Source: an optimization exercise on an open RTL-to-GDS flow (aim: small area). Production flows keep margins and buffers that such runs may drop.
Only simulation tests tie the RTL to the original design; equivalence was not proved.
The clock port is modelled as an ideal driver; clocking choices that lean on that would not hold on a real chip.
Power figures rest on the tool's default switching activity, not on a simulated workload.

// pipe_core
module pipe_core (
    input  logic        clk,
    input  logic        rst,
    input  logic        in_valid,
    input  logic [15:0] in_instr,
    output logic        in_ready,
    output logic        trace_valid,
    output logic [75:0] trace,
    input  logic        trace_ready
);
For scale: roughly 24,000 µm² of cells after synthesis.
Settings: LEC_CHECK=0, ABC_AREA=1, CAP_MARGIN=0, CORE_MARGIN=2, CORE_UTILIZATION=40, SLEW_MARGIN=0; clock period 5.5 ns.
standard.sh (not shown) runs the stock make flow with config.mk's settings and CLKGATE_MAP_FILE= SYNTH_SCRIPT=/design/flow/synth_recipe.tcl, a recipe that flattens the netlist after the stock synthesis.
==> flow/flow/run.sh <==
#!/bin/bash
# Standard layout with a leaner clock tree (no dummy loads, smaller
# buffers) and the smallest buffer on the ports.
export CTS_ARGS="-sink_clustering_enable -repair_clock_nets -dont_use_dummy_load -buf_list {sky130_fd_sc_hd__clkbuf_4 sky130_fd_sc_hd__clkbuf_8} -sink_clustering_size 18 -sink_clustering_max_diameter 60"
export POST_CTS_TCL="$PWD/flow/post_cts.tcl"
export BUFFER_PORTS_ARGS="-buffer_cell sky130_fd_sc_hd__buf_1"
bash standard.sh > standard.log 2>&1
==> flow/flow/post_cts.tcl <==
# area recovery: downsize cells on paths with slack to spare
estimate_parasitics -placement
repair_timing -recover_power 100 -verbose
detailed_placement
check_placement -verbose
The baseline finished with timing, DRC and antenna clean.
Rerun with:
==> flow/flow/run.sh (replaced) <==
#!/bin/bash
# Standard layout with a leaner clock tree (no dummy loads, smaller
# buffers) and the smallest buffer on the ports.
export CTS_ARGS="-sink_clustering_enable -repair_clock_nets -dont_use_dummy_load -buf_list {sky130_fd_sc_hd__clkbuf_4 sky130_fd_sc_hd__clkbuf_8} -sink_clustering_size 16 -sink_clustering_max_diameter 60"
export BUFFER_PORTS_ARGS="-buffer_cell sky130_fd_sc_hd__buf_1"
bash standard.sh > standard.log 2>&1
- CORE_UTILIZATION: 40 -> 55
removed: flow/flow/post_cts.tcl
Result:
- The new run passed the timing, design-rule and antenna checks
- area after synthesis does not change
- synthesized cell count does not change
- final area is about the same
- utilization went up by 17 points
- worst setup slack improved by 0.44 ns
- clock skew shrinks by 0.012 ns
- clock power stays flat
- wire length drops by a few percent
- register-to-register slack gains 0.44 ns
Rerun with:
--- a/flow/flow/run.sh
+++ b/flow/flow/run.sh
@@ -4,2 +4,3 @@
 export CTS_ARGS="-sink_clustering_enable -repair_clock_nets -dont_use_dummy_load -buf_list {sky130_fd_sc_hd__clkbuf_4 sky130_fd_sc_hd__clkbuf_8} -sink_clustering_size 16 -sink_clustering_max_diameter 60"
+export GPL_KEEP_OVERFLOW=0
 export BUFFER_PORTS_ARGS="-buffer_cell sky130_fd_sc_hd__buf_1"
- CORE_UTILIZATION: 55 -> 40
Die area climbs by 37%.
Utilization drops by 16 points.
Routed wire length climbs by 5.2%.
Clock skew climbs by 0.014 ns.
Hold slack stays flat.
Fmax drops by 8.7%.
Setup slack gets worse by 0.46 ns.
Rerun with:
--- a/flow/flow/run.sh
+++ b/flow/flow/run.sh
@@ -4,3 +4,2 @@
 export CTS_ARGS="-sink_clustering_enable -repair_clock_nets -dont_use_dummy_load -buf_list {sky130_fd_sc_hd__clkbuf_4 sky130_fd_sc_hd__clkbuf_8} -sink_clustering_size 16 -sink_clustering_max_diameter 60"
-export GPL_KEEP_OVERFLOW=0
 export BUFFER_PORTS_ARGS="-buffer_cell sky130_fd_sc_hd__buf_1"
After rerunning:
- global-route usage stays flat
- routed wire length went down by 1.2%
- register-to-register slack gains 0.39 ns
- critical path depth goes up by 2
- first-iteration DRC count shrinks by 11%

---

## job 778
The RTL this note starts from:
==> flow/design.v <==
package pipe_pkg;
    localparam int N_REGS    = 8;
    localparam int MEM_WORDS = 16;
endpackage
`timescale 1ns/10ps
module pipe_core (
    input  logic        clk,
    input  logic        rst,
    input  logic        in_valid,
    input  logic [15:0] in_instr,
    output logic        in_ready,
    output logic        trace_valid,
    output logic [75:0] trace,
    input  logic        trace_ready
);
    localparam logic [3:0] OP_ADD  = 4'd1;
    localparam logic [3:0] OP_SUB  = 4'd2;
    localparam logic [3:0] OP_ADDI = 4'd3;
    localparam logic [3:0] OP_LD   = 4'd4;
    localparam logic [3:0] OP_ST   = 4'd5;
    function automatic logic [15:0] rreg(input logic [7:1][15:0] r, input logic [2:0] ad);
        case (ad)
            3'd1:    rreg = r[1];
            3'd2:    rreg = r[2];
            3'd3:    rreg = r[3];
            3'd4:    rreg = r[4];
            3'd5:    rreg = r[5];
            3'd6:    rreg = r[6];
            3'd7:    rreg = r[7];
            default: rreg = 16'd0;
        endcase
    endfunction
    logic [15:0] now;
    logic        hold;
    logic        stall;
    logic        f_v, d_v, x_v, m_v;
    logic [15:0] f_i, d_i, x_i, m_i;
    logic [15:0] f_c, d_c, x_c, m_c;
    logic        f_l, d_l, x_l, m_l;
    logic [7:0]  t_seq;
    logic [15:0] t_i, t_res, t_fc, t_rc;
    logic        t_l;
    logic [3:0]  t_s;
    assign trace = {t_seq, t_i, t_res, t_fc, t_rc, t_s};
    assign hold  = trace_valid && !trace_ready;
    logic [3:0] f_op;
    logic       f_rs_use, f_rt_use, f_rd_use;
    always_comb begin
        f_op     = f_i[15:12];
        f_rs_use = (f_op >= OP_ADD) && (f_op <= OP_ST);
        f_rt_use = (f_op == OP_ADD) || (f_op == OP_SUB);
        f_rd_use = (f_op == OP_ST);
    end
    assign stall = d_v && (d_i[15:12] == OP_LD) && (d_i[11:9] != 3'd0) && f_v
                   && ((f_rs_use && f_i[8:6] == d_i[11:9])
                       || (f_rt_use && f_i[5:3] == d_i[11:9])
                       || (f_rd_use && f_i[11:9] == d_i[11:9]));
    assign in_ready = !hold && !stall;
    always_ff @(posedge clk) begin
        if (rst) now <= '0;
        else     now <= now + 16'd1;
    end
    logic tick, tick_seen, long_hold;
    assign tick      = (now[3:0] == 4'd0);
    assign long_hold = hold && tick_seen && tick;
    always_ff @(posedge clk) begin
        tick_seen <= hold && (tick_seen || tick);
    end
    logic [7:0] age;
    assign age = t_rc[7:0] - t_fc[7:0];
    always_comb begin
        if (t_l || age[7:5] != 3'd0 || age[4:0] > 5'd18) t_s = 4'hf;
        else                                            t_s = age[3:0] - 4'd4;
    end
    always_ff @(posedge clk) begin
        if (rst) begin
            f_v <= 1'b0;
            d_v <= 1'b0;
            x_v <= 1'b0;
            m_v <= 1'b0;
        end else if (!hold) begin
            f_v <= stall ? f_v : in_valid;
            d_v <= f_v && !stall;
            x_v <= d_v;
            m_v <= x_v;
        end
    end
    always_ff @(posedge clk) begin
        if (in_ready) begin
            f_i <= in_instr;
            f_c <= now;
        end
        f_l <= !in_ready && (f_l || long_hold);
        if (!hold) begin
            d_i <= f_i;
            d_c <= f_c;
            x_i <= d_i;
            x_c <= d_c;
            m_i <= x_i;
            m_c <= x_c;
        end
        d_l <= hold ? (d_l || long_hold) : f_l;
        x_l <= hold ? (x_l || long_hold) : d_l;
        m_l <= hold ? (m_l || long_hold) : x_l;
    end
    logic [7:1][15:0] regs;
    logic [15:0] mem_n [16];
    logic [3:0]  op;
    logic [2:0]  rd, rs, rt, p2;
    logic        is_add, is_sub, is_addi, is_ld, is_st, is_alu, wr;
    logic [15:0] a, b2, bop, sum, res;
    logic [16:0] sum_c;
    logic [3:0]  addr;
    always_comb begin
        op      = m_i[15:12];
        rd      = m_i[11:9];
        rs      = m_i[8:6];
        rt      = m_i[5:3];
        is_add  = (op == OP_ADD);
        is_sub  = (op == OP_SUB);
        is_addi = (op == OP_ADDI);
        is_ld   = (op == OP_LD);
        is_st   = (op == OP_ST);
        is_alu  = is_add || is_sub || is_addi;
        wr      = is_alu || is_ld;
        p2      = is_st ? rd : rt;
        a       = rreg(regs, rs);
        b2      = rst ? 16'd0 : rreg(regs, p2);
        addr    = a[3:0] + m_i[3:0];
        bop     = (is_add || is_sub) ? b2 : {{10{m_i[5]}}, m_i[5:0]};
        sum_c   = {a, 1'b1} + {bop ^ {16{is_sub}}, is_sub};
        sum     = sum_c[16:1];
        res     = ({16{is_ld && !rst}} & ~mem_n[addr])
                | ({16{is_st}} & b2)
                | ({16{is_alu && !rst}} & sum);
    end
    logic        retire;
    logic [15:0] r_wdata, m_wdata;
    assign retire  = m_v && !hold;
    assign r_wdata = res;
    assign m_wdata = b2;
    always_ff @(posedge clk) begin
        for (int i = 1; i < 8; i++) begin
            if (rst || (retire && wr && rd == 3'(i))) regs[i] <= r_wdata;
        end
    end
    always_ff @(posedge clk) begin
        for (int i = 0; i < 16; i++) begin
            if (rst || (retire && is_st && addr == 4'(i))) mem_n[i] <= ~m_wdata;
        end
    end
    always_ff @(posedge clk) begin
        if (rst) trace_valid <= 1'b0;
        else if (!hold) trace_valid <= m_v;
    end
    always_ff @(posedge clk) begin
        if (rst) t_seq <= 8'hff;
        else     t_seq <= t_seq + {7'd0, retire};
    end
    always_ff @(posedge clk) begin
        if (!hold) begin
            t_i   <= m_i;
            t_res <= res;
            t_fc  <= m_c;
            t_rc  <= now;
            t_l   <= m_l;
        end
    end
endmodule
clock: 5.5 ns
lec_check: 0
abc_area: 1
cap_margin: 0
core_margin: 2
core_utilization: 40
slew_margin: 0
==> flow/flow/run.sh <==
#!/bin/bash
# Standard layout with a leaner clock tree (no dummy loads, smaller
# buffers) and the smallest buffer on the ports.
export CTS_ARGS="-sink_clustering_enable -repair_clock_nets -dont_use_dummy_load -buf_list {sky130_fd_sc_hd__clkbuf_4 sky130_fd_sc_hd__clkbuf_8} -sink_clustering_size 16 -sink_clustering_max_diameter 90"
export POST_CTS_TCL="$PWD/flow/post_cts.tcl"
export BUFFER_PORTS_ARGS="-buffer_cell sky130_fd_sc_hd__buf_1"
bash standard.sh > standard.log 2>&1
==> flow/flow/post_cts.tcl <==
# area recovery: downsize cells on paths with slack to spare
estimate_parasitics -placement
repair_timing -recover_power 100 -verbose
detailed_placement
check_placement -verbose
The following lists how job 9663 was set up differently from job 778:
==> flow/flow/run.sh <==
#!/bin/bash
# Standard layout with a leaner clock tree (no dummy loads, smaller
# buffers) and the smallest buffer on the ports.
export CTS_ARGS="-sink_clustering_enable -repair_clock_nets -dont_use_dummy_load -buf_list {sky130_fd_sc_hd__clkbuf_4 sky130_fd_sc_hd__clkbuf_8} -sink_clustering_size 18 -sink_clustering_max_diameter 60"
export BUFFER_PORTS_ARGS="-buffer_cell sky130_fd_sc_hd__buf_1"
bash standard.sh > standard.log 2>&1
removed: flow/flow/post_cts.tcl
Findings:
Looking at largest stage delay on the critical path, job 9663 sits 20 ps below job 778. Summary of the comparison: number of cells on the critical path is higher in job 9663, relative to job 778. Job 778 vs job 9663, beginning of the critical path: m_i[6] vs m_i[13]. Going from job 778 to job 9663, fraction of the cycle the final worst path needs dropped 5.9 points, worst setup slack now sits higher, final cell count barely changed. On job 9663: tightest slew margin relative to the limit is 28 points higher than what job 778 gave. Compared with job 778, in job 9663 wire length went down, clock-buffer cell count went up, register-to-register slack went up, number of placed instances, taps included did not really move.
Input changes introduced in job 7910 (baseline for comparison: job 9663):
==> flow/flow/run.sh <==
#!/bin/bash
# Standard layout with a leaner clock tree (no dummy loads, smaller
# buffers) and the smallest buffer on the ports.
export CTS_ARGS="-sink_clustering_enable -repair_clock_nets -dont_use_dummy_load -buf_list {sky130_fd_sc_hd__clkbuf_4 sky130_fd_sc_hd__clkbuf_8} -sink_clustering_size 16 -sink_clustering_max_diameter 60"
export POST_CTS_TCL="$PWD/flow/post_cts.tcl"
export BUFFER_PORTS_ARGS="-buffer_cell sky130_fd_sc_hd__buf_1"
bash standard.sh > standard.log 2>&1
==> flow/flow/post_cts.tcl (new file) <==
# area recovery: downsize cells on paths with slack to spare
estimate_parasitics -placement
repair_timing -recover_power 100 -verbose
detailed_placement
check_placement -verbose
## What came out
- The data arrival time of the critical path number comes out higher for job 7910 vs job 9663.
- Summary: with job 9663 as the reference, mean number of vias per cell in job 7910 moved up slightly.
- Re worst setup slack: job 7910 and job 9663 aren't equal, and the higher value belongs to job 9663.
- From job 9663 to job 7910 the numbers moved as follows: post-detailed-routing wire length higher, final standard cell count with taps included and fillers excluded ~0 delta, clock network fraction of total power higher.
- Job 7910 vs job 9663, highest fanout seen on the critical path went down by 8.
- In the reports for job 7910 and job 9663, the smaller wire length of the first global-routing pass belongs to job 9663.
- On global-route usage, job 7910 and job 9663 are neck and neck.
- Job 7910 and job 9663 ended up with nearly the same per-cell routed wire length.
The following lists how job 2383 was set up differently from job 7910:
==> flow/flow/run.sh <==
#!/bin/bash
# Standard layout with a leaner clock tree (no dummy loads, smaller
# buffers) and the smallest buffer on the ports.
export CTS_ARGS="-sink_clustering_enable -repair_clock_nets -dont_use_dummy_load -buf_list {sky130_fd_sc_hd__clkbuf_4 sky130_fd_sc_hd__clkbuf_8} -sink_clustering_size 20 -sink_clustering_max_diameter 50"
export BUFFER_PORTS_ARGS="-buffer_cell sky130_fd_sc_hd__buf_1"
bash standard.sh > standard.log 2>&1
removed: flow/flow/post_cts.tcl
Notes after the runs:
Job 2383 | stages: all done | timing, DRC, antenna: all pass
On final area, job 7910 beats job 2383.
Job 2383 vs. job 7910: chip height held; worst reg-to-reg setup slack went up 210 ps; share of post-route cells with drive strength above 1 went up 2.7 points; number of iterations in the first detailed-routing pass went down 2; depth of the worst register-to-register path went up 3.
Looking at power density relative to cell area across job 2383 and job 7910, the one that comes out higher is job 2383.
Side by side, critical path depth turned out higher in job 2383 than in job 7910.
The more densely filled core belongs to job 2383, not job 7910.
For the post-route worst setup slack, job 2383 came in 210 ps higher than job 7910 did.
Compared to job 7910, job 2383 reaches a higher achievable clock.

## afterwards: timing with drivers on the ports
No port has a modelled driver above. Below, the same layouts with a new extraction and two added sets of constraints.
Step 1 assumes that a clkbuf_16 drives the clock port and a buf_2 every other input.
Step 2, shift: input delay + t, output delay - t, t = (earliest + latest rising clock arrival at the registers) / 2. This alone moves slack from input paths to output paths.
a / b / c = ideal / step 1 / step 2; a / b = the first two.
run	shift t [ns]	setup WS [ns]	worst hold slack (ns)
the first run of note 1	0.669	0.236 / 0.236 / 0.236	0.370 / 0.370 / 0.370
the second run of note 1	0.668	0.674 / 0.674 / 0.674	0.420 / 0.420 / 0.420
the third run of note 1	0.683	0.212 / 0.212 / -0.098	0.420 / 0.420 / 0.420
the fourth run of note 1	0.682	0.607 / 0.607 / 0.607	0.404 / 0.404 / 0.404
job 778	0.679	0.255 / 0.255 / 0.255	0.401 / 0.401 / 0.401
job 9663	0.664	0.578 / 0.578 / 0.578	0.370 / 0.370 / 0.370
job 7910	0.677	0.345 / 0.345 / 0.345	0.403 / 0.403 / 0.403
job 2383	0.692	0.554 / 0.554 / 0.554	0.397 / 0.397 / 0.397
Met with ideal ports but missed after step 2: setup timing in the third run of note 1. The setup slack of the third run of note 1, which loses most, moves by 0.000 ns with the drivers and by -0.310 ns with both steps.
